From an optimization exercise on the open Yosys and OpenROAD flow, aimed at small area, a short achievable clock period and few clock cycles per item; shortcuts taken in it are not production practice. At most, simulation tests tie the RTL to the original design; equivalence was not proved. Power is estimated from default activity; no workload was simulated.

Design voice_gen, start of the top module:
module voice_gen #(
    parameter int unsigned NUM_VOICES = 16,
    parameter logic [22:0] LFSR_SEED  = 23'h7FFFF8
) (
    input  logic        clk_i,
    input  logic        rst_i,
    input  logic        start_i,
    input  logic [3:0]  voice_idx_i,
    input  logic [15:0] freq_i,
    input  logic [11:0] pw_i,
    input  logic [3:0]  wave_i,
    output logic        ready_o,
    output logic [9:0]  wave_o
);
Size in the first run: ~1800 cells after synthesis, roughly 810 flip-flops, about 50 I/O pins, roughly 31000 sq um of cells after synthesis.
==> module voice_gen, before the edit <==
module voice_gen #(
    parameter int unsigned NUM_VOICES = 16,
    parameter logic [22:0] LFSR_SEED  = 23'h7FFFF8
) (
    input  logic        clk_i,
    input  logic        rst_i,
    input  logic        start_i,
    input  logic [3:0]  voice_idx_i,
    input  logic [15:0] freq_i,
    input  logic [11:0] pw_i,
    input  logic [3:0]  wave_i,
    output logic        ready_o,
    output logic [9:0]  wave_o
);
    logic [23:0] acc_m  [NUM_VOICES];
    logic [22:0] lfsr_m [NUM_VOICES];
    logic [NUM_VOICES-1:0] vld_q;
    logic        vld_rd;
    logic [23:0] acc_rd, acc_sum;
    logic [22:0] lfsr_rd, lfsr_next;
    assign vld_rd    = vld_q[voice_idx_i];
    assign acc_rd    = vld_rd ? acc_m[voice_idx_i]  : '0;
    assign lfsr_rd   = vld_rd ? lfsr_m[voice_idx_i] : LFSR_SEED;
    assign acc_sum   = acc_rd + {8'd0, freq_i};
    assign lfsr_next = (!acc_rd[19] && acc_sum[19])
                     ? {lfsr_rd[21:0], lfsr_rd[22] ^ lfsr_rd[17]}
                     : lfsr_rd;
    logic        ready_q;
    logic [11:0] pw_q;
    logic [3:0]  sel_q;
    logic [11:0] acc_q;     
    logic [7:0]  noise_q;   
    logic [9:0]  saw, tri_w, pulse, noise, shaped;
    assign saw   = acc_q[11:2];
    assign tri_w = acc_q[11] ? ~acc_q[10:1] : acc_q[10:1];
    assign pulse = (acc_q >= pw_q) ? '1 : '0;
    assign noise = {noise_q, 2'b00};
    always_comb begin
        shaped = '1;
        if (sel_q[0]) shaped = shaped & tri_w;
        if (sel_q[1]) shaped = shaped & saw;
        if (sel_q[2]) shaped = shaped & pulse;
        if (sel_q[3]) shaped = shaped & noise;
        if (sel_q == 4'd0) shaped = '0;
    end
    always_ff @(posedge clk_i) begin
        pw_q    <= pw_i;
        sel_q   <= wave_i;
        acc_q   <= acc_sum[23:12];
        noise_q <= {lfsr_next[22], lfsr_next[20], lfsr_next[16], lfsr_next[13],
                    lfsr_next[11], lfsr_next[7],  lfsr_next[4],  lfsr_next[2]};
        for (int unsigned v = 0; v < NUM_VOICES; v++) begin
            if (start_i && voice_idx_i == 4'(v)) begin
                acc_m[v]  <= acc_sum;
                lfsr_m[v] <= lfsr_next;
            end
        end
    end
    always_ff @(posedge clk_i or posedge rst_i) begin
        if (rst_i) begin
            ready_q <= 1'b0;
            vld_q   <= '0;
        end else begin
            ready_q <= start_i;
            if (start_i) vld_q[voice_idx_i] <= 1'b1;
        end
    end
    assign ready_o = ready_q;
    assign wave_o  = shaped;
endmodule
Settings: LEC_CHECK=0, CAP_MARGIN=20, CORE_MARGIN=2, CORE_UTILIZATION=40, CTS_CLUSTER_DIAMETER=80, CTS_CLUSTER_SIZE=24, SETUP_SLACK_MARGIN=2.0, SLEW_MARGIN=20; clock period 6.5 ns.
run.sh (not shown) runs the stock make flow with config.mk's settings and CLKGATE_MAP_FILE= SYNTH_SCRIPT=/design/flow/synth_recipe.tcl, a recipe that flattens the netlist after the stock synthesis.
==> next run, changes <==
==> flow/design.v (replaced) <==
module voice_gen #(
    parameter int unsigned NUM_VOICES = 16,
    parameter logic [22:0] LFSR_SEED  = 23'h7FFFF8
) (
    input  logic        clk_i,
    input  logic        rst_i,
    input  logic        start_i,
    input  logic [3:0]  voice_idx_i,
    input  logic [15:0] freq_i,
    input  logic [11:0] pw_i,
    input  logic [3:0]  wave_i,
    output logic        ready_o,
    output logic [9:0]  wave_o
);
    logic [23:0] acc_m  [NUM_VOICES];
    logic [22:0] lfsr_m [NUM_VOICES];
    logic [NUM_VOICES-1:0] vld_q;
    logic        ready_q;
    logic [3:0]  idx_q;
    logic [11:0] pw_q;
    logic [3:0]  sel_q;
    logic [23:0] acc_q;     
    logic [22:0] lfsr_q;    
    logic        step_q;    
    logic        fwd;
    logic        vld_rd;
    logic [23:0] acc_rd, acc_sum;
    logic [22:0] lfsr_rd, lfsr_old, lfsr_next;
    assign fwd      = ready_q && (voice_idx_i == idx_q);
    assign vld_rd   = vld_q[voice_idx_i];
    assign acc_rd   = vld_rd ? acc_m[voice_idx_i]  : '0;
    assign lfsr_rd  = vld_rd ? lfsr_m[voice_idx_i] : LFSR_SEED;
    assign lfsr_old = fwd ? lfsr_next : lfsr_rd;
    assign acc_sum  = acc_rd + {8'd0, freq_i};
    logic [9:0]  saw, tri_w, pulse, noise, shaped;
    assign lfsr_next = step_q ? {lfsr_q[21:0], lfsr_q[22] ^ lfsr_q[17]} : lfsr_q;
    assign saw   = acc_q[23:14];
    assign tri_w = acc_q[23] ? ~acc_q[22:13] : acc_q[22:13];
    assign pulse = (acc_q[23:12] >= pw_q) ? '1 : '0;
    assign noise = {lfsr_next[22], lfsr_next[20], lfsr_next[16], lfsr_next[13],
                    lfsr_next[11], lfsr_next[7],  lfsr_next[4],  lfsr_next[2], 2'b00};
    always_comb begin
        shaped = '1;
        if (sel_q[0]) shaped = shaped & tri_w;
        if (sel_q[1]) shaped = shaped & saw;
        if (sel_q[2]) shaped = shaped & pulse;
        if (sel_q[3]) shaped = shaped & noise;
        if (sel_q == 4'd0) shaped = '0;
    end
    always_ff @(posedge clk_i) begin
        idx_q  <= voice_idx_i;
        pw_q   <= pw_i;
        sel_q  <= wave_i;
        acc_q  <= acc_sum;
        lfsr_q <= lfsr_old;
        step_q <= !acc_rd[19] && acc_sum[19];
        for (int unsigned v = 0; v < NUM_VOICES; v++) begin
            if (start_i && voice_idx_i == 4'(v))
                acc_m[v]  <= acc_sum;
            if (ready_q && idx_q == 4'(v))
                lfsr_m[v] <= lfsr_next;
        end
    end
    always_ff @(posedge clk_i or posedge rst_i) begin
        if (rst_i) begin
            ready_q <= 1'b0;
            vld_q   <= '0;
        end else begin
            ready_q <= start_i;
            if (start_i) vld_q[voice_idx_i] <= 1'b1;
        end
    end
    assign ready_o = ready_q;
    assign wave_o  = shaped;
endmodule
=> Design area goes down by 3.0%; routed wire length hardly moves; register-to-register slack is better by 0.37 ns; via count climbs by 1.9%; clock skew is higher by 0.013 ns; die area is higher by 2.6%; core utilization fell by 3.0 points; final cell count climbs by 0.68%; flip-flop and latch count rises by 20; power falls by 1.2%; first-iteration DRC count goes up by 10%.
Testbench counts after the change, summed over its fixed seeds: cycles 32,000, items 32,000.
The RTL of the first run of this note was laid out without a check of its function.

---

tundra:
Another version of the RTL of voice_gen (not shown whole).
For scale: about 1900 cells after synthesis, ~840 flip-flops, ~50 I/O pins, roughly 0.031 sq mm of cells after synthesis.
==> module voice_gen, before the edit <==
module voice_gen #(
    parameter int unsigned NUM_VOICES = 16,
    parameter logic [22:0] LFSR_SEED  = 23'h7FFFF8
) (
    input  logic        clk_i,
    input  logic        rst_i,
    input  logic        start_i,
    input  logic [3:0]  voice_idx_i,
    input  logic [15:0] freq_i,
    input  logic [11:0] pw_i,
    input  logic [3:0]  wave_i,
    output logic        ready_o,
    output logic [9:0]  wave_o
);
    logic [23:0] acc_m  [NUM_VOICES];
    logic [22:0] lfsr_m [NUM_VOICES];
    logic [NUM_VOICES-1:0] vld_q;
    logic        ready_q;
    logic [3:0]  idx_q;
    logic [11:0] pw_q;
    logic [3:0]  sel_q;
    logic [23:0] acc_q;     
    logic [22:0] lfsr_q;    
    logic        step_q;    
    logic [22:0] lfsr_next;
    logic [9:0]  saw, tri_w, pulse, noise, shaped;
    assign lfsr_next = step_q ? {lfsr_q[21:0], lfsr_q[22] ^ lfsr_q[17]} : lfsr_q;
    assign saw   = acc_q[23:14];
    assign tri_w = acc_q[23] ? ~acc_q[22:13] : acc_q[22:13];
    assign pulse = (acc_q[23:12] >= pw_q) ? '1 : '0;
    assign noise = {lfsr_next[22], lfsr_next[20], lfsr_next[16], lfsr_next[13],
                    lfsr_next[11], lfsr_next[7],  lfsr_next[4],  lfsr_next[2], 2'b00};
    always_comb begin
        shaped = '1;
        if (sel_q[0]) shaped = shaped & tri_w;
        if (sel_q[1]) shaped = shaped & saw;
        if (sel_q[2]) shaped = shaped & pulse;
        if (sel_q[3]) shaped = shaped & noise;
        if (sel_q == 4'd0) shaped = '0;
    end
    logic [NUM_VOICES-1:0] wb;        
    logic [NUM_VOICES-1:0] rd_sel;    
    logic        fwd;                 
    logic [23:0] acc_rd, acc_sum;
    logic [22:0] lfsr_rd;
    always_comb begin
        fwd     = ready_q && (voice_idx_i == idx_q);
        acc_rd  = fwd ? acc_q     : '0;
        lfsr_rd = fwd ? lfsr_next : '0;
        for (int unsigned v = 0; v < NUM_VOICES; v++) begin
            wb[v]     = ready_q && (idx_q == 4'(v));
            rd_sel[v] = (voice_idx_i == 4'(v)) && vld_q[v] && !wb[v];
            acc_rd    = acc_rd  | ({24{rd_sel[v]}} & acc_m[v]);
            lfsr_rd   = lfsr_rd | ({23{rd_sel[v]}} & lfsr_m[v]);
        end
        if (rd_sel == '0 && !fwd) lfsr_rd = LFSR_SEED;
    end
    assign acc_sum = acc_rd + {8'd0, freq_i};
    always_ff @(posedge clk_i) begin
        idx_q  <= voice_idx_i;
        pw_q   <= pw_i;
        sel_q  <= wave_i;
        acc_q  <= acc_sum;
        lfsr_q <= lfsr_rd;
        step_q <= !acc_rd[19] && acc_sum[19];
        for (int unsigned v = 0; v < NUM_VOICES; v++) begin
            if (wb[v]) begin
                acc_m[v]  <= acc_q;
                lfsr_m[v] <= lfsr_next;
            end
        end
    end
    always_ff @(posedge clk_i or posedge rst_i) begin
        if (rst_i) begin
            ready_q <= 1'b0;
            vld_q   <= '0;
        end else begin
            ready_q <= start_i;
            vld_q   <= vld_q | wb;
        end
    end
    assign ready_o = ready_q;
    assign wave_o  = shaped;
endmodule
==> flow/config.mk <==
export PLATFORM = sky130hd
export DESIGN_NAME = voice_gen
export DESIGN_NICKNAME = voice_gen
export VERILOG_FILES = /design/flow/design.v
export SDC_FILE = /design/flow/constraint.sdc
export NUM_CORES = 4
export LEC_CHECK = 0
export CAP_MARGIN = 20
export CORE_MARGIN = 2
export CORE_UTILIZATION = 40
export CTS_CLUSTER_DIAMETER = 80
export CTS_CLUSTER_SIZE = 24
export SETUP_SLACK_MARGIN = 2.0
export SLEW_MARGIN = 20
==> flow/constraint.sdc <==
create_clock -name core_clock -period 6.5 [get_ports {clk_i}]
set_input_delay 1.3000 -clock core_clock [delete_from_list [all_inputs] [get_ports {clk_i}]]
set_output_delay 1.3000 -clock core_clock [all_outputs]
set_load 0.01 [all_outputs]
tundra finished every stage and its layout cleared the timing, design-rule and antenna checks.
Testbench counts of tundra, summed over its fixed seeds: cycles 32,000, items 32,000.
For fjord, these inputs were changed with respect to tundra:
==> flow/design.v <==
module voice_gen #(
    parameter int unsigned NUM_VOICES = 16,
    parameter logic [22:0] LFSR_SEED  = 23'h7FFFF8
) (
    input  logic        clk_i,
    input  logic        rst_i,
    input  logic        start_i,
    input  logic [3:0]  voice_idx_i,
    input  logic [15:0] freq_i,
    input  logic [11:0] pw_i,
    input  logic [3:0]  wave_i,
    output logic        ready_o,
    output logic [9:0]  wave_o
);
    logic [23:0] acc_m  [NUM_VOICES];
    logic [22:0] lfsr_m [NUM_VOICES];
    logic [NUM_VOICES-1:0] vld_q;
    logic        ready_q;
    logic [3:0]  idx_q;
    logic [11:0] pw_q;
    logic [3:0]  sel_q;
    logic [23:0] acc_q;     
    logic [22:0] lfsr_q;    
    logic        step_q;    
    logic        fwd;
    logic [23:0] acc_rd, acc_sum;
    logic [22:0] lfsr_rd, lfsr_old, lfsr_next;
    assign fwd      = ready_q && (voice_idx_i == idx_q);
    logic [NUM_VOICES-1:0] rd_sel;
    always_comb begin
        acc_rd  = '0;
        lfsr_rd = '0;
        for (int unsigned v = 0; v < NUM_VOICES; v++) begin
            rd_sel[v] = (voice_idx_i == 4'(v)) && vld_q[v];
            acc_rd    = acc_rd  | ({24{rd_sel[v]}} & acc_m[v]);
            lfsr_rd   = lfsr_rd | ({23{rd_sel[v]}} & lfsr_m[v]);
        end
        if (rd_sel == '0) lfsr_rd = LFSR_SEED;
    end
    assign lfsr_old = fwd ? lfsr_next : lfsr_rd;
    assign acc_sum  = acc_rd + {8'd0, freq_i};
    logic [9:0]  saw, tri_w, pulse, noise, shaped;
    assign lfsr_next = step_q ? {lfsr_q[21:0], lfsr_q[22] ^ lfsr_q[17]} : lfsr_q;
    assign saw   = acc_q[23:14];
    assign tri_w = acc_q[23] ? ~acc_q[22:13] : acc_q[22:13];
    assign pulse = (acc_q[23:12] >= pw_q) ? '1 : '0;
    assign noise = {lfsr_next[22], lfsr_next[20], lfsr_next[16], lfsr_next[13],
                    lfsr_next[11], lfsr_next[7],  lfsr_next[4],  lfsr_next[2], 2'b00};
    always_comb begin
        shaped = '1;
        if (sel_q[0]) shaped = shaped & tri_w;
        if (sel_q[1]) shaped = shaped & saw;
        if (sel_q[2]) shaped = shaped & pulse;
        if (sel_q[3]) shaped = shaped & noise;
        if (sel_q == 4'd0) shaped = '0;
    end
    always_ff @(posedge clk_i) begin
        idx_q  <= voice_idx_i;
        pw_q   <= pw_i;
        sel_q  <= wave_i;
        acc_q  <= acc_sum;
        lfsr_q <= lfsr_old;
        step_q <= !acc_rd[19] && acc_sum[19];
        for (int unsigned v = 0; v < NUM_VOICES; v++) begin
            if (start_i && voice_idx_i == 4'(v))
                acc_m[v]  <= acc_sum;
            if (ready_q && idx_q == 4'(v))
                lfsr_m[v] <= lfsr_next;
        end
    end
    always_ff @(posedge clk_i or posedge rst_i) begin
        if (rst_i) begin
            ready_q <= 1'b0;
            vld_q   <= '0;
        end else begin
            ready_q <= start_i;
            if (start_i) vld_q[voice_idx_i] <= 1'b1;
        end
    end
    assign ready_o = ready_q;
    assign wave_o  = shaped;
endmodule
==> comparison <==
- On sink count of the clock tree: fjord sits below tundra.
- Share of cell area taken by flip-flops and latches down 3.1 points in fjord wrt tundra
- Total number of vias improves in fjord relative to tundra.
- Compared with tundra, fjord instantiates a smaller number of cells.
- fjord ran to completion and came out clean on the timing, design-rule and antenna checks.
- Between fjord and tundra, the global routing usage summed across all routing layers does not differ in any meaningful way.
- In fjord, the depth of the worst register-to-register path came out 2 below the value in tundra.
- Diff tundra -> fjord | sequential-cell power consumption | decrease of about 3%
- Cell area | fjord vs tundra | fjord larger
- fjord against tundra: clock transition time at the flip-flop clock pins of the worst setup and hold paths now sits at about the same level; leakage dissipation increased 0.42 nW; area growth from synthesis to final layout increased by 5.2 points relative to the old numbers; part of the total power dissipated in sequential elements now smaller.
Function not checked in fjord: the RTL went through the layout flow alone.

## re-timing with driven ports
How much do the figures lean on ideal ports? The routed layouts below were timed once more, with nothing changed but the port constraints.
Step 1: set_driving_cell puts a clkbuf_16 on clk_i and a buf_2 on each other input, an assumption about the parent block.
Step 2 moves the port delays by t, midway between the first and last clock arrival at a register: inputs arrive t later, outputs are due t later. That takes back most of the time a late clock gives input paths.
Three values: no drivers, after step 1, after step 2; two values: the first two.
run | shift t [ns] | setup slack, ns | worst register clock-pin slew, ns
the first run of note 1 | 0.659 | 1.486 / 1.508 / 0.849 | 0.10 / 0.10
the second run of note 1 | 0.661 | 2.020 / 1.997 / 1.336 | 0.10 / 0.10
tundra | 0.670 | 2.001 / 1.940 / 1.468 | 0.10 / 0.10
fjord | 0.659 | 1.721 / 1.742 / 1.083 | 0.10 / 0.10
After both steps setup and hold are still met in every run listed. For the second run of note 1, which loses most, drivers alone change the setup slack by -0.023 ns; drivers and shift together by -0.684 ns.
